Source: an optimization exercise on an open RTL-to-GDS flow (aim: small area, a short achievable clock period and few clock cycles per item). Production flows keep margins and buffers that such runs may drop. RTL that was checked went through simulation tests only; none was proved equivalent to the original. Only the layout flow was run in runs 1, 3 and 4; the RTL was not checked for function there. The flow treats the clock pin as an ideal source, which a real chip does not have. Power figures rest on the tool's default switching activity, not on a simulated workload.

### flow/design.v
`timescale 1ns / 1ps
package wsht_pkg;
  localparam int unsigned ID_W = 5;
  localparam logic OP_LOAD  = 1'b0;
  localparam logic OP_CLICK = 1'b1;
  typedef struct packed {
    logic probe;   
    logic load;    
    logic move;    
  } wsht_ctrl_t;
endpackage
`timescale 1ns / 1ps
module wsht_cell
#(
  parameter int unsigned COORD_BITS = 12
) (
  input  logic                  clk_i,
  input  logic                  we_i,
  input  logic [COORD_BITS-1:0] xl_i,
  input  logic [COORD_BITS-1:0] yl_i,
  input  logic [COORD_BITS-1:0] xh_i,
  input  logic [COORD_BITS-1:0] yh_i,
  input  logic [COORD_BITS-1:0] px_i,
  input  logic [COORD_BITS-1:0] py_i,
  output logic                  hit_x_o,
  output logic                  hit_y_o
);
  logic [COORD_BITS-1:0] xl_q, yl_q, xh_q, yh_q;
  logic                  ge_xl, le_xh, ge_yl, le_yh;
  wsht_ge #(.W(COORD_BITS)) u_ge_xl (.a_i(px_i), .b_i(xl_q), .ge_o(ge_xl));
  wsht_ge #(.W(COORD_BITS)) u_le_xh (.a_i(xh_q), .b_i(px_i), .ge_o(le_xh));
  wsht_ge #(.W(COORD_BITS)) u_ge_yl (.a_i(py_i), .b_i(yl_q), .ge_o(ge_yl));
  wsht_ge #(.W(COORD_BITS)) u_le_yh (.a_i(yh_q), .b_i(py_i), .ge_o(le_yh));
  assign hit_x_o = ge_xl & le_xh;
  assign hit_y_o = ge_yl & le_yh;
  always_ff @(posedge clk_i) begin
    if (we_i) begin
      xl_q <= xl_i;
      yl_q <= yl_i;
      xh_q <= xh_i;
      yh_q <= yh_i;
    end
  end
endmodule
module wsht_ge
#(
  parameter int unsigned W = 12
) (
  input  logic [W-1:0] a_i,
  input  logic [W-1:0] b_i,
  output logic         ge_o
);
  localparam int unsigned L = (W > 1) ? $clog2(W) : 1;
  logic [W-1:0] gt [L+1];
  logic [W-1:0] gq [L+1];
  assign gt[0] = a_i & ~b_i;
  assign gq[0] = a_i | ~b_i;
  for (genvar l = 0; l < L; l++) begin : g_lvl
    localparam int unsigned N = (W + (1 << l) - 1) >> l;
    for (genvar k = 0; k < W; k++) begin : g_rng
      if (2 * k + 1 < N) begin : g_join
        assign gt[l+1][k] = gt[l][2*k+1] | (gq[l][2*k+1] & gt[l][2*k]);
        assign gq[l+1][k] = gt[l][2*k+1] | (gq[l][2*k+1] & gq[l][2*k]);
      end else if (2 * k < N) begin : g_pass
        assign gt[l+1][k] = gt[l][2*k];
        assign gq[l+1][k] = gq[l][2*k];
      end else begin : g_none
        assign gt[l+1][k] = 1'b0;
        assign gq[l+1][k] = 1'b0;
      end
    end
  end
  assign ge_o = gq[L][0];
endmodule
`timescale 1ns / 1ps
module window_stack_hit_test_move_to_front_top
#(
  parameter int unsigned MAX_WINDOWS = 16,
  parameter int unsigned COORD_BITS  = 12
) (
  input  logic                  clk_i,
  input  logic                  rst_ni,
  input  logic                  in_valid_i,
  output logic                  in_ready_o,
  input  logic                  in_operation_i,
  input  logic [COORD_BITS-1:0] in_x_low_i,
  input  logic [COORD_BITS-1:0] in_y_low_i,
  input  logic [COORD_BITS-1:0] in_x_high_i,
  input  logic [COORD_BITS-1:0] in_y_high_i,
  output logic                  out_valid_o,
  input  logic                  out_ready_i,
  output logic [4:0]            out_window_id_o,
  output logic                  out_ignored_o,
  output logic                  out_store_full_o
);
  localparam int unsigned NW   = MAX_WINDOWS;
  localparam int unsigned ID_W = wsht_pkg::ID_W;
  logic                  busy_q;       
  logic                  ready_q;      
  logic                  out_valid_q;  
  logic                  accept;
  logic [NW-1:0]         used_q;       
  logic [NW-1:0]         free_first;   
  logic [NW-1:0]         hit_x, hit_y;
  logic                  is_full;
  logic                  is_load;
  assign accept  = in_valid_i && !busy_q;
  logic [NW-1:0] wr_slot_q;
  logic [NW-1:0] used_d;
  logic          busy_d;
  assign is_load = (in_operation_i == wsht_pkg::OP_LOAD);
  assign is_full = used_q[NW-1];
  for (genvar i = 0; i < NW; i++) begin : g_slot
    if (i == 0) begin : g_first
      assign free_first[i] = !used_q[i];
    end else begin : g_rest
      assign free_first[i] = !used_q[i] && used_q[i-1];
    end
    wsht_cell #(
      .COORD_BITS (COORD_BITS)
    ) u_cell (
      .clk_i   (clk_i),
      .we_i    (in_valid_i && is_load && wr_slot_q[i]),
      .xl_i    (in_x_low_i),
      .yl_i    (in_y_low_i),
      .xh_i    (in_x_high_i),
      .yh_i    (in_y_high_i),
      .px_i    (in_x_low_i),
      .py_i    (in_y_low_i),
      .hit_x_o (hit_x[i]),
      .hit_y_o (hit_y[i])
    );
  end
  logic [NW-1:0] hx_q, hy_q;    
  logic          s2_click_q;    
  logic          s2_load_q;     
  logic          s2_full_q;     
  assign used_d = (accept && is_load) ? {used_q[NW-2:0], 1'b1} : used_q;
  always_ff @(posedge clk_i or negedge rst_ni) begin
    if (!rst_ni) begin
      used_q     <= '0;
      wr_slot_q  <= '0;
      s2_click_q <= 1'b0;
      s2_load_q  <= 1'b0;
      s2_full_q  <= 1'b0;
    end else begin
      s2_click_q <= accept && !is_load;
      s2_load_q  <= accept && is_load && !is_full;
      s2_full_q  <= accept && is_load && is_full;
      used_q     <= used_d;
      for (int i = 0; i < NW; i++) begin
        wr_slot_q[i] <= !busy_d && !used_d[i] && (i == 0 || used_d[(i + NW - 1) % NW]);
      end
    end
  end
  always_ff @(posedge clk_i) begin
    hx_q <= hit_x & used_q;
    hy_q <= hit_y;
  end
  logic [NW-1:0] above_q [NW];
  logic [NW-1:0] hit;           
  logic [NW-1:0] newest;        
  logic [NW-1:0] blocked;       
  logic [NW-1:0] top;           
  for (genvar i = 0; i < NW; i++) begin : g_newest
    if (i == NW - 1) begin : g_last
      assign newest[i] = used_q[i];
    end else begin : g_rest
      assign newest[i] = used_q[i] && !used_q[i+1];
    end
  end
  assign hit = hx_q & hy_q;
  logic [NW-1:0] above_n [NW];
  logic [NW-1:0] top_q;
  for (genvar i = 0; i < NW; i++) begin : g_row
    for (genvar j = 0; j < NW; j++) begin : g_col
      if (j > i) begin : g_pair
        assign above_n[i][j] = top_q[i] | (above_q[i][j] & ~top_q[j]);
        always_ff @(posedge clk_i) begin
          above_q[i][j] <= above_n[i][j];
        end
      end else begin : g_none
        assign above_n[i][j] = 1'b0;
      end
    end
  end
  always_comb begin
    for (int i = 0; i < NW; i++) begin
      blocked[i] = 1'b0;
      for (int j = 0; j < NW; j++) begin
        if (j < i) blocked[i] = blocked[i] | (hit[j] &  above_n[j][i]);
        if (j > i) blocked[i] = blocked[i] | (hit[j] & ~above_n[i][j]);
      end
    end
  end
  assign top = ({NW{s2_click_q}} & hit & ~blocked) | ({NW{s2_load_q}} & newest);
  logic          s3_valid_q;
  logic          s3_ign_q;
  logic          s3_full_q;
  always_ff @(posedge clk_i or negedge rst_ni) begin
    if (!rst_ni) begin
      s3_valid_q <= 1'b0;
    end else begin
      s3_valid_q <= s3_next;
    end
  end
  always_ff @(posedge clk_i) begin
    top_q     <= top;
    s3_ign_q  <= s2_click_q && !(|hit);
    s3_full_q <= s2_full_q;
  end
  logic [ID_W-1:0] res_id;
  always_comb begin
    res_id = '0;
    for (int i = 0; i < NW; i++) begin
      if (top_q[i]) res_id = res_id | ID_W'(i + 1);
    end
  end
  localparam int unsigned QD = 4;
  localparam int unsigned EW = ID_W + 2;
  logic [EW-1:0] q_data [QD];
  logic [QD-1:0] q_valid;
  logic [EW-1:0] sh_data [QD];
  logic [QD-1:0] sh_valid;
  logic [EW-1:0] nx_data [QD];
  logic [QD-1:0] nx_valid;
  logic          pop;
  logic          put;
  assign pop = q_valid[0] && out_ready_i;
  always_comb begin
    for (int k = 0; k < QD; k++) begin
      if (pop) begin
        sh_data[k]  = (k + 1 < QD) ? q_data[(k + 1) % QD] : q_data[k];
        sh_valid[k] = (k + 1 < QD) ? q_valid[(k + 1) % QD] : 1'b0;
      end else begin
        sh_data[k]  = q_data[k];
        sh_valid[k] = q_valid[k];
      end
    end
    put = s3_valid_q;
    for (int k = 0; k < QD; k++) begin
      nx_data[k]  = sh_data[k];
      nx_valid[k] = sh_valid[k];
      if (put && !sh_valid[k]) begin
        nx_data[k]  = {res_id, s3_ign_q, s3_full_q};
        nx_valid[k] = 1'b1;
        put         = 1'b0;
      end
    end
  end
  logic s2_next, s3_next;
  assign s2_next = accept;
  assign s3_next = s2_click_q || s2_load_q || s2_full_q;
  assign busy_d = nx_valid[QD-1]
               || (nx_valid[QD-2] && (s2_next || s3_next))
               || (nx_valid[QD-3] && s2_next && s3_next);
  always_ff @(posedge clk_i or negedge rst_ni) begin
    if (!rst_ni) begin
      q_valid     <= '0;
      busy_q      <= 1'b1;
      ready_q     <= 1'b0;
      out_valid_q <= 1'b0;
    end else begin
      q_valid     <= nx_valid;
      busy_q      <= busy_d;
      ready_q     <= !busy_d;
      out_valid_q <= |nx_valid;
    end
  end
  always_ff @(posedge clk_i) begin
    for (int k = 0; k < QD; k++) q_data[k] <= nx_data[k];
  end
  assign in_ready_o       = ready_q;
  assign out_valid_o      = out_valid_q;
  assign out_window_id_o  = q_data[0][EW-1:2];
  assign out_ignored_o    = q_data[0][1];
  assign out_store_full_o = q_data[0][0];
endmodule
### flow/flow/run.sh
#!/bin/bash
# Standard layout (the standard.sh, standard synthesis unchanged) with
# resizer options changed: repair may swap a cell for any footprint, the
# port buffers are plain buffers instead of delay cells, and after CTS the
# setup repair runs a few more passes (flow/post_cts.tcl).
set -uo pipefail
bash standard.sh MATCH_CELL_FOOTPRINT=0 \
  "BUFFER_PORTS_ARGS=-buffer_cell sky130_fd_sc_hd__buf_4" \
  "POST_CTS_TCL=$PWD/flow/post_cts.tcl" \
  finish > standard.log 2>&1
### flow/flow/post_cts.tcl
# Extra setup repair passes after CTS: the single pass in cts.tcl stops
# early, well short of the setup margin. Placement is legalized afterwards.
estimate_parasitics -placement
for {set pass 0} {$pass < 3} {incr pass} {
  repair_timing -setup -setup_margin $::env(SETUP_SLACK_MARGIN) \
    -repair_tns 100 -verbose
}
detailed_placement
check_placement -verbose
estimate_parasitics -placement
report_worst_slack -max
### flow/standard.sh
#!/bin/bash
# synth_recipe.tcl (not shown) runs the flow's synth.tcl, then flattens the netlist and writes it again
# the make line also repeats each setting of config.mk as NAME=value (left out here)
make -C /OpenROAD-flow-scripts/flow DESIGN_CONFIG=/design/flow/config.mk WORK_HOME=/design/flow/orfs CLKGATE_MAP_FILE= SYNTH_SCRIPT=/design/flow/synth_recipe.tcl "${@:-finish}"
### flow/config.mk
export PLATFORM = sky130hd
export DESIGN_NAME = window_stack_hit_test_move_to_front_top
export DESIGN_NICKNAME = window_stack_hit_test_move_to_front_top
export VERILOG_FILES = /design/flow/design.v
export SDC_FILE = /design/flow/constraint.sdc
export NUM_CORES = 4
export LEC_CHECK = 0
export CAP_MARGIN = 20
export CORE_MARGIN = 2
export CORE_UTILIZATION = 40
export CTS_CLUSTER_DIAMETER = 120
export CTS_CLUSTER_SIZE = 22
export PLACE_DENSITY = 0.6
export SETUP_SLACK_MARGIN = 2.45
export SLEW_MARGIN = 20
### flow/constraint.sdc
create_clock -name core_clock -period 4.5 [get_ports {clk_i}]
set_input_delay 0.9000 -clock core_clock [delete_from_list [all_inputs] [get_ports {clk_i}]]
set_output_delay 0.9000 -clock core_clock [all_outputs]
set_load 0.01 [all_outputs]
==> results.cfg, run 1 <==
[worst_setup_path]
ff2ff_path_depth = 6
path_class = primary input to flip-flop
crit_top_cell = maj3_2
worstPathArrival_ns = 2.69
critPathRequiredTime_ns = 5.07
rrSetupSlack_ns = 2.41
critPathLaunchType = primary input
worstSetupEndpointType = flip-flop
critPathMaxStageDelay_ns = 0.35
worstPathCellList = buf_16, buf_12, nand2b_1, maj3_1, a21boi_1, maj3_2, maj3_2, o311a_1
worstPathMaxFanout = 7
crit_slowest_cell = maj3_1

[drt]
num_vias = 29210
vias_per_cell = 5.945
drt_pass1_iterations = 9
initialDrtViolationCount = 3820
drc = 0
wl_mm = 125.8
avgRoutedWirePerCell_um = 25.61
antenna_left = 0

[power_and_ir_drop]
power.density_nw_per_um2 = 432.2
power_leakage_nw = 16.74
finalPower_w = 0.02140
vdd_ir_drop_max_mv = 0.2999

[finish]
area_delta_synth_final_pct = 13.76
final_layout_size_suffix_gt1_share_pct = 16.55
antenna_cells = 0
finalInstanceArea_sq_um = 49520
final-instance-count-excl-fill = 4913
nNetsFinal = 3512

[timing]
finalHoldViolations = 0
rsz0062_at_grt = yes
final.setup_skew_ns = 0.03396
period_share_pct = 47.24
finalSetupViolations = 0
tightest_slew_ns = 0.9938
fmax_mhz = 470.4
slew-limit-headroom_pct = 33.05
slew_viol_final = 0
fin_crit_ns = 2.126
whs_ns = 0.1867
final.setup.tns_ns = 0

[clocking]
cts_tree = built
clock_latency_ns = 0.69
clock-sinks = 1009
cts.clk_slew.worst_paths_ns = 0.09

[grt]
antenna_found_initial = 2
grt_pass1_wl_mm = 181.9
grt_usage_pct = 21.57
grt_start_max_net_pins = 61
overflow = 0
grt_pass1_vias = 26960

[synth]
synth-adder-area-share_pct = 5.553
yosys_warnings = 10
syn_inst = 3402
synth_cell_types = 74
syn-num-nets = 3455
synth_top_family_by_area = compound AO/OA/AOI/OAI gates
async_flop_share_pct = 4.262
postSynthAreaPerCell_sq_um = 12.79
synth_compound_area_share_pct = 16.21
yosysSeqAreaShare_pct = 65.21
synth_edf_count = 796
synth_mux_area_share_pct = 0.4398
synthFlopType = edfxtp_1
syn_area_sq_um = 43530
synth_xor_area_share_pct = 0
ys_ff_latch = 1009
synthSimpleGateAreaFrac_pct = 9.678

[placement]
dp.cells = 4730
place_area_sq_um = 45810
numPortBuffers = 61
dpl.hpwl_mm = 74.35
gp_congestion = 0.9231

[floorplan]
die_y_um = 333.9
die-area_sq_um = 111500
core_sq_um = 108400
io_pins = 62
die_x_um = 333.9
rows = 121
start_util_pct = 40.16

[min_path]
hold_class = primary input to async pin

[run_status]
status = timing/DRC/antenna clean

[run]
cap_violations = 0
## synth_stat cells (all sizes together), types with 51 or more instances
library cell / n / area, sq um
dfxtp: 170 / 3403
nor2b: 136 / 850.8
a21o: 126 / 945.9
nand2b: 161 / 1007
nand2: 203 / 762.0
o21ai: 211 / 1056
edfxtp: 796 / 23900
nor2: 140 / 525.5
o22ai: 98 / 613.1
clkbuf: 140 / 525.5
a21oi: 136 / 680.7
maj3: 238 / 2417
a221oi: 51 / 452.9
a211oi: 51 / 382.9
inv: 127 / 479.2
## cell usage in the layout (no fill, tap or decap), types with 35 or more instances in the layout
master	instances
a21oi_1	121
nand2_1	197
o21ai_0	181
clkbuf_16	67
inv_1	103
nand3_1	35
maj3_1	132
o22ai_1	98
nor2b_1	129
a222oi_1	46
a221oi_1	37
a21o_1	126
dfrtp_1	40
nand2b_1	139
maj3_2	106
a211oi_1	45
nor2_1	137
a22oi_1	35
clkbuf_1	38
edfxtp_1	796
buf_4	118
dfxtp_1	163
## path summary, 6_finish.rpt
kind	from	to
max	in_y_low_i[3]	hy_q[12]
min	rst_ni	q_valid[0]
max reg2reg	g_slot[15].u_cell.yh_q[3]	hy_q[15]
min reg2reg	s2_full_q	s3_full_q
max in group asynchronous	rst_ni	s2_click_q
min in group core_clock	s2_full_q	s3_full_q
## metal layers
metal / wire, um / part of all wire [%] / up-vias / global-route usage, %
li1: - / - / 13200 / -
met1: 56760 / 45 / 14510 / 32.38
met2: 55440 / 44 / 1293 / 32.53
met3: 10060 / 8.0 / 203 / 3.085
met4: 3554 / 2.8 / 2 / 6.028
met5: 8 / 0.0064 / - / 0
## worst max-delay path, delay by kind of cell
family,cells,cell delay (ns)
fa+ha+maj,3,0.98
compound gates,2,0.42
buf+inv,2,0.29
simple gates,1,0.08
## power breakdown
part	total, W	internal [W]	switching (W)	leakage [nW]
registers	0.0122	0.0115	0.000691	9.18
logic	0.00402	0.00157	0.00246	6.86
clock network	0.00518	0.00217	0.00301	0.696
## sequential cells by signal (all words and copies together) (netlist names), 4 cells and up
| name | cells |
|---|---|
| above_q | 120 |
| g_slot.u_cell.xh_q | 192 |
| wr_slot_q | 16 |
| hx_q | 16 |
| top_q | 16 |
| used_q | 16 |
| q_valid | 4 |
| g_slot.u_cell.yl_q | 192 |
| hy_q | 16 |
| q_data | 28 |
| g_slot.u_cell.xl_q | 192 |
| g_slot.u_cell.yh_q | 192 |
## cell type report
cell class / count / area, sq um
repair inverters: 6 / 62.56
clock inverters: 4 / 60.06
well taps: 1414 / 1769
repair buffers: 186 / 2206
clock buffers: 89 / 1419
multi-input cells: 2073 / 14910
flip-flops and latches: 1009 / 28400
inverters: 132 / 688.2
fillers: 9557 / 58880
## logic make-up (layout without fill, tap and decap cells)
kind of cell | after synthesis | in the layout
adders and majority gates | 238 | 238
DFF | 1009 | 1009
and+or+nand+nor | 807 | 808
AOI/OAI and AO/OA | 1010 | 1010
buffers and inverters | 321 | 417
muxes | 17 | 17
## metrics by stage
step                      setup slack (ns)  util, %
after floorplan                      1.990        -
after detailed placement            0.9182    42.26
after global placement              0.9490    42.26
final                                2.374    45.68
after global routing                 2.302    45.68
==> run 2, diff against run 1 <==
--- a/flow/design.v
+++ b/flow/design.v
@@ -97,6 +97,4 @@
   localparam int unsigned ID_W = wsht_pkg::ID_W;
   logic                  busy_q;       
-  logic                  ready_q;      
-  logic                  out_valid_q;  
   logic                  accept;
   logic [NW-1:0]         used_q;       
@@ -106,7 +104,4 @@
   logic                  is_load;
   assign accept  = in_valid_i && !busy_q;
-  logic [NW-1:0] wr_slot_q;
-  logic [NW-1:0] used_d;
-  logic          busy_d;
   assign is_load = (in_operation_i == wsht_pkg::OP_LOAD);
   assign is_full = used_q[NW-1];
@@ -121,5 +116,5 @@
     ) u_cell (
       .clk_i   (clk_i),
-      .we_i    (in_valid_i && is_load && wr_slot_q[i]),
+      .we_i    (accept && is_load && free_first[i]),
       .xl_i    (in_x_low_i),
       .yl_i    (in_y_low_i),
@@ -136,9 +131,7 @@
   logic          s2_load_q;     
   logic          s2_full_q;     
-  assign used_d = (accept && is_load) ? {used_q[NW-2:0], 1'b1} : used_q;
   always_ff @(posedge clk_i or negedge rst_ni) begin
     if (!rst_ni) begin
       used_q     <= '0;
-      wr_slot_q  <= '0;
       s2_click_q <= 1'b0;
       s2_load_q  <= 1'b0;
@@ -148,8 +141,5 @@
       s2_load_q  <= accept && is_load && !is_full;
       s2_full_q  <= accept && is_load && is_full;
-      used_q     <= used_d;
-      for (int i = 0; i < NW; i++) begin
-        wr_slot_q[i] <= !busy_d && !used_d[i] && (i == 0 || used_d[(i + NW - 1) % NW]);
-      end
+      if (accept && is_load) used_q <= {used_q[NW-2:0], 1'b1};
     end
   end
@@ -171,29 +161,23 @@
   end
   assign hit = hx_q & hy_q;
-  logic [NW-1:0] above_n [NW];
-  logic [NW-1:0] top_q;
-  for (genvar i = 0; i < NW; i++) begin : g_row
-    for (genvar j = 0; j < NW; j++) begin : g_col
-      if (j > i) begin : g_pair
-        assign above_n[i][j] = top_q[i] | (above_q[i][j] & ~top_q[j]);
-        always_ff @(posedge clk_i) begin
-          above_q[i][j] <= above_n[i][j];
-        end
-      end else begin : g_none
-        assign above_n[i][j] = 1'b0;
-      end
-    end
-  end
   always_comb begin
     for (int i = 0; i < NW; i++) begin
       blocked[i] = 1'b0;
       for (int j = 0; j < NW; j++) begin
-        if (j < i) blocked[i] = blocked[i] | (hit[j] &  above_n[j][i]);
-        if (j > i) blocked[i] = blocked[i] | (hit[j] & ~above_n[i][j]);
+        if (j < i) blocked[i] = blocked[i] | (hit[j] &  above_q[j][i]);
+        if (j > i) blocked[i] = blocked[i] | (hit[j] & ~above_q[i][j]);
       end
     end
   end
   assign top = ({NW{s2_click_q}} & hit & ~blocked) | ({NW{s2_load_q}} & newest);
+  for (genvar i = 0; i < NW; i++) begin : g_row
+    for (genvar j = i + 1; j < NW; j++) begin : g_col
+      always_ff @(posedge clk_i) begin
+        above_q[i][j] <= top[i] | (above_q[i][j] & ~top[j]);
+      end
+    end
+  end
   logic          s3_valid_q;
+  logic [NW-1:0] top_q;
   logic          s3_ign_q;
   logic          s3_full_q;
@@ -252,18 +236,13 @@
   assign s2_next = accept;
   assign s3_next = s2_click_q || s2_load_q || s2_full_q;
-  assign busy_d = nx_valid[QD-1]
-               || (nx_valid[QD-2] && (s2_next || s3_next))
-               || (nx_valid[QD-3] && s2_next && s3_next);
   always_ff @(posedge clk_i or negedge rst_ni) begin
     if (!rst_ni) begin
-      q_valid     <= '0;
-      busy_q      <= 1'b1;
-      ready_q     <= 1'b0;
-      out_valid_q <= 1'b0;
+      q_valid <= '0;
+      busy_q  <= 1'b0;
     end else begin
-      q_valid     <= nx_valid;
-      busy_q      <= busy_d;
-      ready_q     <= !busy_d;
-      out_valid_q <= |nx_valid;
+      q_valid <= nx_valid;
+      busy_q  <= nx_valid[QD-1]
+              || (nx_valid[QD-2] && (s2_next || s3_next))
+              || (nx_valid[QD-3] && s2_next && s3_next);
     end
   end
@@ -271,6 +250,6 @@
     for (int k = 0; k < QD; k++) q_data[k] <= nx_data[k];
   end
-  assign in_ready_o       = ready_q;
-  assign out_valid_o      = out_valid_q;
+  assign in_ready_o       = !busy_q;
+  assign out_valid_o      = q_valid[0];
   assign out_window_id_o  = q_data[0][EW-1:2];
   assign out_ignored_o    = q_data[0][1];
--- a/flow/config.mk
+++ b/flow/config.mk
@@ -12,4 +12,4 @@
 export CTS_CLUSTER_SIZE = 22
 export PLACE_DENSITY = 0.6
-export SETUP_SLACK_MARGIN = 2.45
+export SETUP_SLACK_MARGIN = 2.3
 export SLEW_MARGIN = 20
==> run 2 against run 1 <==
Register-to-register slack got worse by 0.11 ns. Flip-flop and latch count fell by 18. Critical path depth did not move.
==> results.cfg, run 2 <==
[synth]
ys_ff_latch = 991
yosys-top-cells-count = 796 x edfxtp_1, 300 x nand2_1, 217 x o21ai_0, 183 x maj3_1, 170 x dfxtp_1
synth_edf_count = 796
synth.area.top_cells = edfxtp_1 56%, dfxtp_1 7.9%, maj3_1 4.3%, nand2_1 2.6%, o21ai_0 2.5%
yosys_warnings = 9
postSynthAreaPerCell_sq_um = 12.47
yosysMostFrequentCell = edfxtp_1
syn-num-nets = 3503
yosysSeqAreaShare_pct = 64.92
syn_inst = 3450
yosysTopAreaCellShare_pct = 55.55
synth_top_cell_by_area = edfxtp_1
synthFlopType = edfxtp_1
async_flop_share_pct = 2.523
syn_area_sq_um = 43030
synth_cell_types = 70

[grt]
use_met3_pct = 3.153
grt_start_max_net_pins = 62
grt_usage_pct = 21.36
overflow = 0
use_met2_pct = 34.77
grt_pass1_vias = 27540
antenna_found_initial = 0
top_usage_layer = met2
grtUsageMet1_pct = 29.61
grt_pass1_wl_mm = 179.5

[timing]
tightest_slew_ns = 1.042
slew-limit-headroom_pct = 30.56
fin_crit_ns = 2.201
whs_ns = 0.1533
setup_ws_ns = 2.299
finalSetupViolations = 0
rsz0062_at_grt = yes
final.setup_skew_ns = 0.03357
fmax_mhz = 454.3
finalHoldViolations = 0
period_share_pct = 48.92
final.setup.tns_ns = 0
slew_viol_final = 0

[clocking]
cts.clk_slew.worst_paths_ns = 0.09
clock-sinks = 991
cts_tree = built
clock_latency_ns = 0.65

[power_and_ir_drop]
clockPowerShare_pct = 25.5
vdd_ir_drop_max_mv = 0.2784
p_sw_share_pct = 27.89
power_leakage_nw = 16.27
power.switching_w = 0.005596
power.density_nw_per_um2 = 414.6
sequentialPowerShare_pct = 59.6
finalPower_w = 0.02006
pwr-share-comb_pct = 14.8
intPower_w = 0.01447

[drt]
wl_mm = 123.9
avgRoutedWirePerCell_um = 25.07
initialDrtViolationCount = 3530
drt_pass1_iterations = 8
vias_per_cell = 5.938
num_vias = 29350
antenna_left = 0
drc = 0

[worst_setup_path]
path_class = flip-flop to flip-flop
r2r-start = hy_q[1]
worstPathArrival_ns = 2.76
rrSetupSlack_ns = 2.30
critPathLaunchType = flip-flop
worstPathMaxFanout = 9
ff2ff_path_depth = 8
critPathRequiredTime_ns = 5.06
worstSetupEndpointType = flip-flop
r2r_end = above_q[5][7]

[finish]
multi_input_area_sq_um = 14400
final_common_cell = edfxtp_1
seq_area_sq_um = 27950
final_layout_size_suffix_gt1_share_pct = 12.63
area_delta_synth_final_pct = 12.47
nNetsFinal = 3563
final_cell_mix = 796 x edfxtp_1, 290 x nand2_1, 206 x o21ai_0
layout.filler_cells = 9674

[floorplan]
die_x_um = 332.0
start_util_pct = 40.25
die_y_um = 332.0
rows = 120
core_sq_um = 106900
io_pins = 62
die-area_sq_um = 110200

[placement]
place_ws_ns = 0.9265
dpl.hpwl_mm = 75.42
numPortBuffers = 61
gp_congestion = 0.9329

[run]
cap_violations = 0

[run_status]
status = timing/DRC/antenna clean

[min_path]
hold_class = primary input to async pin
[run 2: cell count changes in the layout (fill, tap and decap cells not counted), moves of 14 or more]
cell | previous run | this run
a21o_1 | 126 | 68
and3b_1 | 16 | 2
dfrtp_1 | 40 | 23
inv_1 | 103 | 136
maj3_1 | 132 | 175
maj3_2 | 106 | 52
nand2_1 | 197 | 290
nand2b_1 | 139 | 153
nand2b_4 | 22 | 2
o21ai_0 | 181 | 206
o21bai_1 | 1 | 19
[run 2: worst max-delay path by stage]
stage                                      endpoint  slack, ns     startpoint
after floorplan           g_slot[10].u_cell.xh_q[0]       1.29     in_valid_i
after global placement                     hy_q[14]       0.95  in_y_low_i[4]
after detailed placement                   hy_q[12]       0.93  in_y_low_i[4]
after global routing                  above_q[2][6]       2.14       hy_q[14]
final                                 above_q[5][7]       2.30        hy_q[1]
[run 2: kinds of logic (layout without fill, tap and decap cells)]
logic type	count (synthesis)	in the layout	synth area share (%)
compound gates	994	994	15.96
fa+ha+maj	227	227	5.409
other cells	0	1	0
flops	991	991	64.92
mux	14	14	0.3664
buf+inv	343	431	3.199
simple gates	881	882	10.14
[run 2: area by class of cell]
| cell class | instances | area share [%] |
|---|---|---|
| Antenna cell | 1 | 0.005171 |
| Clock buffer | 81 | 2.958 |
| Clock inverter | 1 | 0.04137 |
| Inverter | 153 | 1.357 |
| Multi-Input combinational cell | 2117 | 29.75 |
| Sequential cell | 991 | 57.75 |
| Tap cell | 1403 | 3.627 |
| Timing Repair Buffer | 196 | 4.509 |
[run 2: stage by stage]
stage          util (%)  std cells  area, sq um
2_1_floorplan         -       3450        43270
3_3_place_gp      42.30       4793        45220
3_5_place_dp      42.30       4793        45220
5_1_grt           45.27       4942        48390
6_report          45.27       4943        48390
[run 2: power by group through the flow]
stage | sequential, W | combinational [W] | clock (W)
global route | 0.0121 | 0.00326 | 0.00552
global placement | 0.0121 | 0.00269 | 0
detailed placement | 0.0121 | 0.00274 | 0
floorplan | 0.0118 | 0.00185 | 0
finish | 0.0120 | 0.00298 | 0.00512
[run 2: critical path, stage by stage, from the launching register on]
cell     delay (ns)
dfxtp_4        0.37
and2_4         0.18
buf_4          0.18
a21oi_1        0.22
nand4_1        0.18
nor4_2         0.47
a21oi_4        0.13
buf_6          0.22
a21o_1         0.17
[run 2: routing by layer]
metal | part of all wire, % | up-vias
met4 | 2.8 | 0
li1 | - | 13250
met1 | 43 | 14760
met5 | 0 | -
met2 | 47 | 1150
met3 | 7.3 | 193
Testbench counts of run 2, summed over its fixed seeds: cycles 4,824, items 4,800.
==> run 3, diff against run 2 <==
--- a/flow/design.v
+++ b/flow/design.v
@@ -97,4 +97,5 @@
   localparam int unsigned ID_W = wsht_pkg::ID_W;
   logic                  busy_q;       
+  logic                  ready_q;      
   logic                  accept;
   logic [NW-1:0]         used_q;       
@@ -240,4 +241,5 @@
       q_valid <= '0;
       busy_q  <= 1'b0;
+      ready_q <= 1'b1;
     end else begin
       q_valid <= nx_valid;
@@ -245,4 +247,7 @@
               || (nx_valid[QD-2] && (s2_next || s3_next))
               || (nx_valid[QD-3] && s2_next && s3_next);
+      ready_q <= !(nx_valid[QD-1]
+              || (nx_valid[QD-2] && (s2_next || s3_next))
+              || (nx_valid[QD-3] && s2_next && s3_next));
     end
   end
@@ -250,5 +255,5 @@
     for (int k = 0; k < QD; k++) q_data[k] <= nx_data[k];
   end
-  assign in_ready_o       = !busy_q;
+  assign in_ready_o       = ready_q;
   assign out_valid_o      = q_valid[0];
   assign out_window_id_o  = q_data[0][EW-1:2];
==> run 3 against run 2 <==
Critical path depth increased by 2. Critical path type is now primary input to flip-flop. Sequential power increased by 3%. Cell count about the same. Still clean. First-iteration DRC count increased by 11%.
==> results.cfg, run 3 <==
[clocking]
clock_latency_ns = 0.71
cts.clk_slew.worst_paths_ns = 0.09
clock-sinks = 992
cts_tree = built

[min_path]
hold_class = primary input to async pin

[floorplan]
die_y_um = 332.1
io_pins = 62
rows = 120
die-area_sq_um = 110300
start_util_pct = 40.28
core_sq_um = 106900
die_x_um = 332.1

[placement]
numPortBuffers = 61
gp_congestion = 0.9423
place_ws_ns = 0.8529
dpl.hpwl_mm = 74.14

[timing]
setup_ws_ns = 2.249
period_share_pct = 50.03
final.setup.tns_ns = 0
fmax_mhz = 444.2
final.setup_skew_ns = 0.06053
slew_viol_final = 0
tightest_slew_ns = 1.034
rsz0062_at_grt = yes
finalHoldViolations = 0
fin_crit_ns = 2.251
slew-limit-headroom_pct = 30.34
finalSetupViolations = 0

[power_and_ir_drop]
sequentialPowerShare_pct = 59.1
pwr-share-comb_pct = 16.3
power_leakage_nw = 16.29
power.switching_w = 0.006182
p_sw_share_pct = 29.47
clockPowerShare_pct = 24.6
power.density_nw_per_um2 = 434.5
vdd_ir_drop_max_mv = 0.3141
intPower_w = 0.01479

[finish]
area_delta_synth_final_pct = 12.10
final_common_cell = edfxtp_1
nNetsFinal = 3557
final_layout_size_suffix_gt1_share_pct = 13.10
seq_area_sq_um = 27970
final_cell_mix = 796 x edfxtp_1, 295 x nand2_1, 210 x o21ai_0
antenna_cells = 0
multi_input_area_sq_um = 14530
layout.filler_cells = 9684

[drt]
initialDrtViolationCount = 3932
avgRoutedWirePerCell_um = 25.26
num_vias = 29280
wl_mm = 124.9
antenna_left = 0
drc = 0
drt_pass1_iterations = 12
vias_per_cell = 5.921

[grt]
overflow = 0
antenna_found_initial = 0
grt_start_max_net_pins = 53
grt_pass1_wl_mm = 179.5
grt_usage_pct = 21.29
grt_pass1_vias = 27140

[synth]
synth_edf_count = 796
yosysMostFrequentCell = edfxtp_1
synth.area.top_cells = edfxtp_1 56%, dfxtp_1 7.9%, maj3_1 4.5%, nand2_1 2.7%, o21ai_0 2.6%
syn_area_sq_um = 43060
syn_inst = 3456
yosysSeqAreaShare_pct = 64.93
yosysTopAreaCellShare_pct = 55.52
syn-num-nets = 3509
postSynthAreaPerCell_sq_um = 12.46
synthFlopType = edfxtp_1
yosys_warnings = 9
ys_ff_latch = 992
yosys-top-cells-count = 796 x edfxtp_1, 305 x nand2_1, 224 x o21ai_0, 192 x maj3_1, 170 x dfxtp_1
synth_cell_types = 68
async_flop_share_pct = 2.621
synth_top_cell_by_area = edfxtp_1

[worst_setup_path]
worstSetupEndpointType = flip-flop
path_class = primary input to flip-flop
worstPathMaxFanout = 23
worstPathArrival_ns = 2.81
critPathLaunchType = primary input
critPathRequiredTime_ns = 5.05

[run]
cap_violations = 0

[run_status]
status = timing/DRC/antenna clean
[run 3: cell types whose count changed in the layout (fill, tap and decap cells not counted), sizes merged, moves of 3 or more]
| cell | delta |
|---|---|
| buf | -15 |
| and2 | +11 |
| nor3b | -6 |
| mux2 | -5 |
| nand2 | +5 |
| and3 | +4 |
| clkinv | +4 |
| nor2b | +4 |
| a21o | +3 |
| clkinvlp | +3 |
| inv | -3 |
[run 3: power by group through the flow]
stage	clock network, W	logic, W	registers (W)
after global routing	0.00558	0.00373	0.0125
after global placement	0	0.00303	0.0125
after floorplan	0	0.00208	0.0121
final	0.00516	0.00342	0.0124
after detailed placement	0	0.00308	0.0125
[run 3: path summary, 6_finish.rpt]
check / startpoint / endpoint / slack (ns) / cells past startpoint
min in group core_clock: s2_full_q / s3_full_q / 0.37 / 0
setup / recovery: in_y_low_i[2] / hy_q[14] / 2.25 / 10
max in group asynchronous: rst_ni / ready_q / 4.09 / 1
hold / removal: rst_ni / s3_valid_q / 0.11 / 1
setup reg to reg: hx_q[2] / above_q[7][8] / 2.28 / 8
hold reg to reg: s2_full_q / s3_full_q / 0.37 / 0
[run 3: metrics by stage]
stage / hold WS [ns] / power [W] / util [%] / instances / cell area [sq um]
floorplan: 0.3390 / 0.01416 / - / 3456 / 43360
global placement: 0.3467 / 0.01552 / 42.33 / 4797 / 45250
detailed placement: 0.3471 / 0.01560 / 42.36 / 4798 / 45280
global route: 0.1118 / 0.02180 / 45.15 / 4946 / 48270
finish: 0.1120 / 0.02097 / 45.15 / 4946 / 48270
[run 3: worst max-delay path: stages]
cell and delay [ns]:
buf_4 0.13, clkinvlp_4 0.08, buf_4 0.14, clkbuf_16 0.23, o22ai_1 0.10, a211oi_1 0.29
o221ai_1 0.20, a21oi_1 0.38, o21ai_0 0.19, o311a_1 0.16
[run 3: routing by layer]
layer	part of all wire (%)	wire length, um	global-route usage, %	up-vias
li1	-	-	-	13270
met1	46	56870	31.76	14500
met2	44	54390	32.16	1305
met3	7.7	9666	2.954	206
met4	3.2	3998	6.393	0
met5	0	0	0	-
[run 3: final cells by class]
type / instances / share of cell area [%]
repair buffers: 173 / 3.787
well taps: 1403 / 3.637
clock buffers: 87 / 2.924
clock inverters: 5 / 0.1659
repair inverters: 3 / 0.05703
inverters: 150 / 1.379
flip-flops and latches: 992 / 57.94
multi-input cells: 2133 / 30.11
[run 3: cells by family (layout without fill, tap and decap cells)]
kind of cell	count (synthesis)	after routing	synth area share (%)
simple gates	890	899	10.21
flops	992	992	64.93
compound gates	998	998	16.06
buf+inv	340	418	3.176
mux	9	9	0.2354
fa+ha+maj	227	227	5.379
==> run 4, diff against run 3 <==
--- a/flow/config.mk
+++ b/flow/config.mk
@@ -12,4 +12,4 @@
 export CTS_CLUSTER_SIZE = 22
 export PLACE_DENSITY = 0.6
-export SETUP_SLACK_MARGIN = 2.3
+export SETUP_SLACK_MARGIN = 2.45
 export SLEW_MARGIN = 20
==> run 4 against run 3 <==
Routed wire length rose by 5.1%. Global-route usage rose by 1.5 points. Non-clock buffer count rose by 109. Synthesized cell count did not move. Sequential share of layout area fell by 2.2 points. Maximum frequency rose by 2.7%. Largest cell class unchanged. Critical path depth fell by 9. Sequential power barely moved. First-iteration DRC count fell by 17%. Largest power group unchanged.
==> results.cfg, run 4 <==
[run_status]
status = timing/DRC/antenna clean

[timing]
tightest_slew_ns = 1.064
rsz0062_at_grt = yes
whs_ns = 0.1447
final.setup.tns_ns = 0
slew-limit-headroom_pct = 29.08
finalHoldViolations = 0
slew_viol_final = 0
fmax_mhz = 456.2
fin_crit_ns = 2.192
finalSetupViolations = 0
period_share_pct = 48.71
final.setup_skew_ns = 0.04011

[worst_setup_path]
worstPathCellList = buf_6
critPathMaxStageDelay_ns = 0.54
critPathLaunchType = flip-flop
worstPathArrival_ns = 1.29
path_depth = 1
critPathRequiredTime_ns = 3.60
worstPathMaxFanout = 1
critPathBufInv = 1
cpLargestDelayFamily = flip-flops
worstSetupEndpointType = primary output
path_class = flip-flop to primary output
crit_slowest_cell = dfstp_2
ff2ff_path_depth = 8

[grt]
grt_usage_pct = 22.78
grt_pass1_wl_mm = 189.7
grt_pass1_vias = 28710
antenna_found_initial = 1
overflow = 0
grt_start_max_net_pins = 53

[synth]
syn_area_sq_um = 43060
synth.area.top_cells = edfxtp_1 56%, dfxtp_1 7.9%, maj3_1 4.5%, nand2_1 2.7%, o21ai_0 2.6%
yosysTopAreaCellShare_pct = 55.52
synth_edf_count = 796
yosys_warnings = 9
syn_inst = 3456
yosysMostFrequentCell = edfxtp_1
ys_ff_latch = 992
yosysSeqAreaShare_pct = 64.93
postSynthAreaPerCell_sq_um = 12.46
yosys-top-cells-count = 796 x edfxtp_1, 305 x nand2_1, 224 x o21ai_0, 192 x maj3_1, 170 x dfxtp_1
async_flop_share_pct = 2.621
synth_top_cell_by_area = edfxtp_1
synth_cell_types = 68
synthFlopType = edfxtp_1
syn-num-nets = 3509

[placement]
place_area_sq_um = 45290
dpl.hpwl_mm = 75.68
numPortBuffers = 61
gp_congestion = 0.9229

[floorplan]
rows = 120
start_util_pct = 40.28
core_sq_um = 106900
io_pins = 62
die_y_um = 332.1
die_x_um = 332.1
die-area_sq_um = 110300

[finish]
antenna_cells = 0
multi_input_area_sq_um = 15150
nNetsFinal = 3662
finalInstanceArea_sq_um = 50260
layout.filler_cells = 9470
final_layout_size_suffix_gt1_share_pct = 18.74
final_cell_mix = 796 x edfxtp_1, 292 x nand2_1, 191 x o21ai_0
seq_area_sq_um = 27990
final_common_cell = edfxtp_1
area_delta_synth_final_pct = 16.72

[drt]
drt_pass1_iterations = 8
antenna_left = 0
drc = 0
num_vias = 30050
avgRoutedWirePerCell_um = 25.99
vias_per_cell = 5.946
wl_mm = 131.3
initialDrtViolationCount = 3249

[clocking]
cts_tree = built
clock_latency_ns = 0.67
clock-sinks = 992
cts.clk_slew.worst_paths_ns = 0.10

[min_path]
hold_class = primary input to async pin

[run]
cap_violations = 0

[power_and_ir_drop]
power.density_nw_per_um2 = 423.1
power_leakage_nw = 17.20
vdd_ir_drop_max_mv = 0.3777
## run 4: cell counts after synthesis
No cell type changed its count.
## run 4: final timing paths
path / startpoint / end / slack (ns)
setup reg to reg: hy_q[2] / above_q[1][7] / 2.39
max in group asynchronous: rst_ni / ready_q / 4.05
min in group core_clock: s2_full_q / s3_full_q / 0.40
hold reg to reg: s2_full_q / s3_full_q / 0.40
setup / recovery: ready_q / in_ready_o / 2.31
hold / removal: rst_ni / q_valid[2] / 0.14
## run 4: stage by stage
step | std cells | setup slack, ns | utilization, % | total power [W]
2_1_floorplan | 3456 | 1.479 | - | 0.01414
3_3_place_gp | 4816 | 1.064 | 42.37 | 0.01546
3_5_place_dp | 4816 | 1.041 | 42.37 | 0.01555
5_1_grt | 5053 | 2.241 | 47.01 | 0.02207
6_report | 5053 | 2.308 | 47.01 | 0.02126
## run 4: final cells by class
type / instances / area share [%]
clock inverter: 3 / 0.08963
timing repair buffer: 282 / 6.431
tap: 1403 / 3.493
clock buffer: 91 / 2.900
sequential: 992 / 55.69
multi-input combinational: 2132 / 30.15
inverter: 150 / 1.240
## run 4: power by group
group          leakage [nW]  switching (W)  internal, W
logic                  7.53        0.00214      0.00150
clock network         0.714        0.00300      0.00223
registers              8.96        0.00110       0.0113
## run 4: metal layers
metal	global-route usage, %	wire length [um]	vias to the layer above
met3	2.884	9226	237
met2	37.92	62120	1206
met1	30.82	54890	15120
met4	7.650	5081	0
met5	0	0	-
li1	-	-	13490
## run 4: logic make-up after synthesis
kind of cell,synth area share [%]
AOI/OAI and AO/OA,16.06
DFF,64.93
and+or+nand+nor,10.21
buffers and inverters,3.176
adders and majority gates,5.379
muxes,0.2354
==> run 5, diff against run 4 <==
--- a/flow/design.v
+++ b/flow/design.v
@@ -97,5 +97,4 @@
   localparam int unsigned ID_W = wsht_pkg::ID_W;
   logic                  busy_q;       
-  logic                  ready_q;      
   logic                  accept;
   logic [NW-1:0]         used_q;       
@@ -241,5 +240,4 @@
       q_valid <= '0;
       busy_q  <= 1'b0;
-      ready_q <= 1'b1;
     end else begin
       q_valid <= nx_valid;
@@ -247,7 +245,4 @@
               || (nx_valid[QD-2] && (s2_next || s3_next))
               || (nx_valid[QD-3] && s2_next && s3_next);
-      ready_q <= !(nx_valid[QD-1]
-              || (nx_valid[QD-2] && (s2_next || s3_next))
-              || (nx_valid[QD-3] && s2_next && s3_next));
     end
   end
@@ -255,5 +250,5 @@
     for (int k = 0; k < QD; k++) q_data[k] <= nx_data[k];
   end
-  assign in_ready_o       = ready_q;
+  assign in_ready_o       = !busy_q;
   assign out_valid_o      = q_valid[0];
   assign out_window_id_o  = q_data[0][EW-1:2];
--- a/flow/config.mk
+++ b/flow/config.mk
@@ -8,8 +8,8 @@
 export CAP_MARGIN = 20
 export CORE_MARGIN = 2
-export CORE_UTILIZATION = 40
+export CORE_UTILIZATION = 50
 export CTS_CLUSTER_DIAMETER = 120
 export CTS_CLUSTER_SIZE = 22
-export PLACE_DENSITY = 0.6
-export SETUP_SLACK_MARGIN = 2.45
+export PLACE_DENSITY = 0.7
+export SETUP_SLACK_MARGIN = 2.4
 export SLEW_MARGIN = 20
==> run 5 against run 4 <==
Global-route usage is 3.2 points higher. Cell count is 6.4% lower. Clock skew is 0.0030 ns lower. Count of clock-buffer cells in the layout is 1 higher. Register-to-register slack hardly changed. Sequential share of layout area is 0.85 points higher. Total power is 4.5% lower. Routed wire length is 7.5% lower. Worst setup slack better by 0.034 ns. Core utilization is 11 points higher. Design area is 1.7% lower. Hold slack better by 0.0086 ns. Highest routed layer unchanged. Largest cell class unchanged. Still clean.
==> results.cfg, run 5 <==
[run_status]
status = timing/DRC/antenna clean

[floorplan]
start_util_pct = 50.45
io_pins = 62
die_x_um = 297.3
rows = 107
die_y_um = 297.3
die-area_sq_um = 88410
core_sq_um = 85280

[drt]
drt_pass1_iterations = 9
vias_per_cell = 6.363
wl_mm = 121.5
antenna_left = 0
avgRoutedWirePerCell_um = 25.69
num_vias = 30090
initialDrtViolationCount = 4058
drc = 0

[timing]
fmax_mhz = 463.4
fin_crit_ns = 2.158
tightest_slew_ns = 1.014
finalHoldViolations = 0
slew-limit-headroom_pct = 31.70
slew_viol_final = 0
period_share_pct = 47.95
final.setup_skew_ns = 0.03707
final.setup.tns_ns = 0
rsz0062_at_grt = yes
finalSetupViolations = 0

[synth]
postSynthAreaPerCell_sq_um = 12.47
syn_inst = 3450
yosysMostFrequentCell = edfxtp_1
yosysSeqAreaShare_pct = 64.92
yosys_warnings = 9
async_flop_share_pct = 2.523
yosys-top-cells-count = 796 x edfxtp_1, 300 x nand2_1, 217 x o21ai_0, 183 x maj3_1, 170 x dfxtp_1
syn-num-nets = 3503
synthFlopType = edfxtp_1
synth_edf_count = 796
yosysTopAreaCellShare_pct = 55.55
synth.area.top_cells = edfxtp_1 56%, dfxtp_1 7.9%, maj3_1 4.3%, nand2_1 2.6%, o21ai_0 2.5%
synth_cell_types = 70
syn_area_sq_um = 43030
ys_ff_latch = 991
synth_top_cell_by_area = edfxtp_1

[clocking]
cts.clk_slew.worst_paths_ns = 0.09
cts_tree = built
clock-sinks = 991
clock_latency_ns = 0.65

[finish]
nNetsFinal = 3596
area_delta_synth_final_pct = 14.87
layout.filler_cells = 6791
final_common_cell = edfxtp_1
final_cell_mix = 796 x edfxtp_1, 289 x nand2_1, 197 x o21ai_0
final_layout_size_suffix_gt1_share_pct = 15.93

[min_path]
hold_class = primary input to async pin

[power_and_ir_drop]
vdd_ir_drop_max_mv = 0.4046
power.density_nw_per_um2 = 410.7
finalPower_w = 0.02030
power_leakage_nw = 16.72

[grt]
grt_start_max_net_pins = 62
grt_pass1_vias = 28190
use_met2_pct = 40.94
use_met3_pct = 3.791
antenna_found_initial = 1
grt_usage_pct = 26.00
grtUsageMet1_pct = 36.92
top_usage_layer = met2
overflow = 0
grt_pass1_wl_mm = 176.8

[worst_setup_path]
critPathRequiredTime_ns = 3.60
rrSetupSlack_ns = 2.38
worstSetupEndpointType = primary output
worstPathArrival_ns = 1.26
worstPathMaxFanout = 3
path_class = flip-flop to primary output
critPathLaunchType = flip-flop

[placement]
numPortBuffers = 61
gp_congestion = 0.9668
dpl.hpwl_mm = 72.93

[run]
cap_violations = 0
run 5: changes by cell type in the layout (fill, tap and decap cells not counted), sizes merged, moves of 4 or more:
cell and delta:
buf -57, and2 -10, nor3b +6, and3 -5
mux2 +5, nand2 -5, nor2b -4
run 5: power by group:
group / internal, W / total [W] / switching (W)
Sequential: 0.0111 / 0.0120 / 0.000932
Combinational: 0.00130 / 0.00314 / 0.00185
Clock: 0.00224 / 0.00514 / 0.00291
run 5: kinds of logic (layout without fill, tap and decap cells):
group	after synthesis	in the layout	share of synthesized area [%]
AOI/OAI and AO/OA	994	995	15.96
DFF	991	991	64.92
and+or+nand+nor	881	882	10.14
buffers and inverters	343	475	3.199
adders and majority gates	227	227	5.409
muxes	14	14	0.3664
other	0	1	0
run 5: cell type report:
type	count	area, sq um	area share, %
flip-flops and latches	991	27940	56.54
repair buffers	226	2808	5.681
inverters	153	693.2	1.403
diodes	1	2.502	0.005063
repair inverters	2	25.02	0.05063
multi-input cells	2118	15020	30.39
clock buffers	92	1473	2.980
well taps	1144	1431	2.896
clock inverters	2	27.53	0.05570
run 5: layer usage:
metal  vias up  part of all wire (%)  wire [um]
met5         -                     0          0
met4         0                   4.0       4816
met3       242                   8.8      10750
met2      1582                    46      55680
met1     14920                    41      50260
li1      13350                     -          -
run 5: worst max-delay path, stage by stage, from the launching register on:
cell and delay, ns:
dfrtp_1 0.38, inv_2 0.12, buf_6 0.12
run 5: path summary, 6_finish.rpt:
check / startpoint / cells after the start / endpoint
max: busy_q / 2 / in_ready_o
min reg2reg: s2_full_q / 0 / s3_full_q
max in group asynchronous: rst_ni / 1 / s2_click_q
min: rst_ni / 1 / used_q[15]
min in group core_clock: s2_full_q / 0 / s3_full_q
max reg2reg: g_slot[5].u_cell.yh_q[3] / 6 / hy_q[5]
run 5: through the flow:
stage | setup WS, ns | instance area (sq um) | util, % | cells | hold slack [ns]
finish | 2.342 | 49420 | 57.95 | 4729 | 0.1533
global route | 2.304 | 49420 | 57.95 | 4728 | 0.1673
detailed placement | 0.8004 | 44790 | 52.53 | 4524 | 0.3438
global placement | 0.8050 | 44790 | 52.53 | 4524 | 0.3414
floorplan | 1.290 | 43270 | - | 3450 | 0.3390
Testbench counts of run 5, summed over its fixed seeds: cycles 4,824, items 4,800.

static timing again, ports no longer ideal:
In the flow no input, the clock included, has a driving cell. The finished layouts below were timed again as built, in two steps.
Step 1 sets driving cells, clkbuf_16 on the clock port and buf_2 on the other inputs (assumed; they add their load-dependent delay and slew).
Step 2, shift: input delay + t, output delay - t, t = (earliest + latest rising clock arrival at the registers) / 2. This alone moves slack from input paths to output paths.
a / b / c = no drivers / after step 1 / after step 2; a / b = the first two.
run | t (ns) | setup slack, ns | worst register clock-pin slew, ns
run 1 | 0.748 | 2.374 / 2.283 / 1.535 | 0.10 / 0.10
run 2 | 0.703 | 2.299 / 2.196 / 1.493 | 0.10 / 0.10
run 3 | 0.738 | 2.249 / 2.167 / 1.429 | 0.10 / 0.10
run 4 | 0.716 | 2.308 / 2.214 / 1.498 | 0.10 / 0.10
run 5 | 0.698 | 2.342 / 2.200 / 1.503 | 0.10 / 0.10
After both steps setup and hold are still met in every run listed.
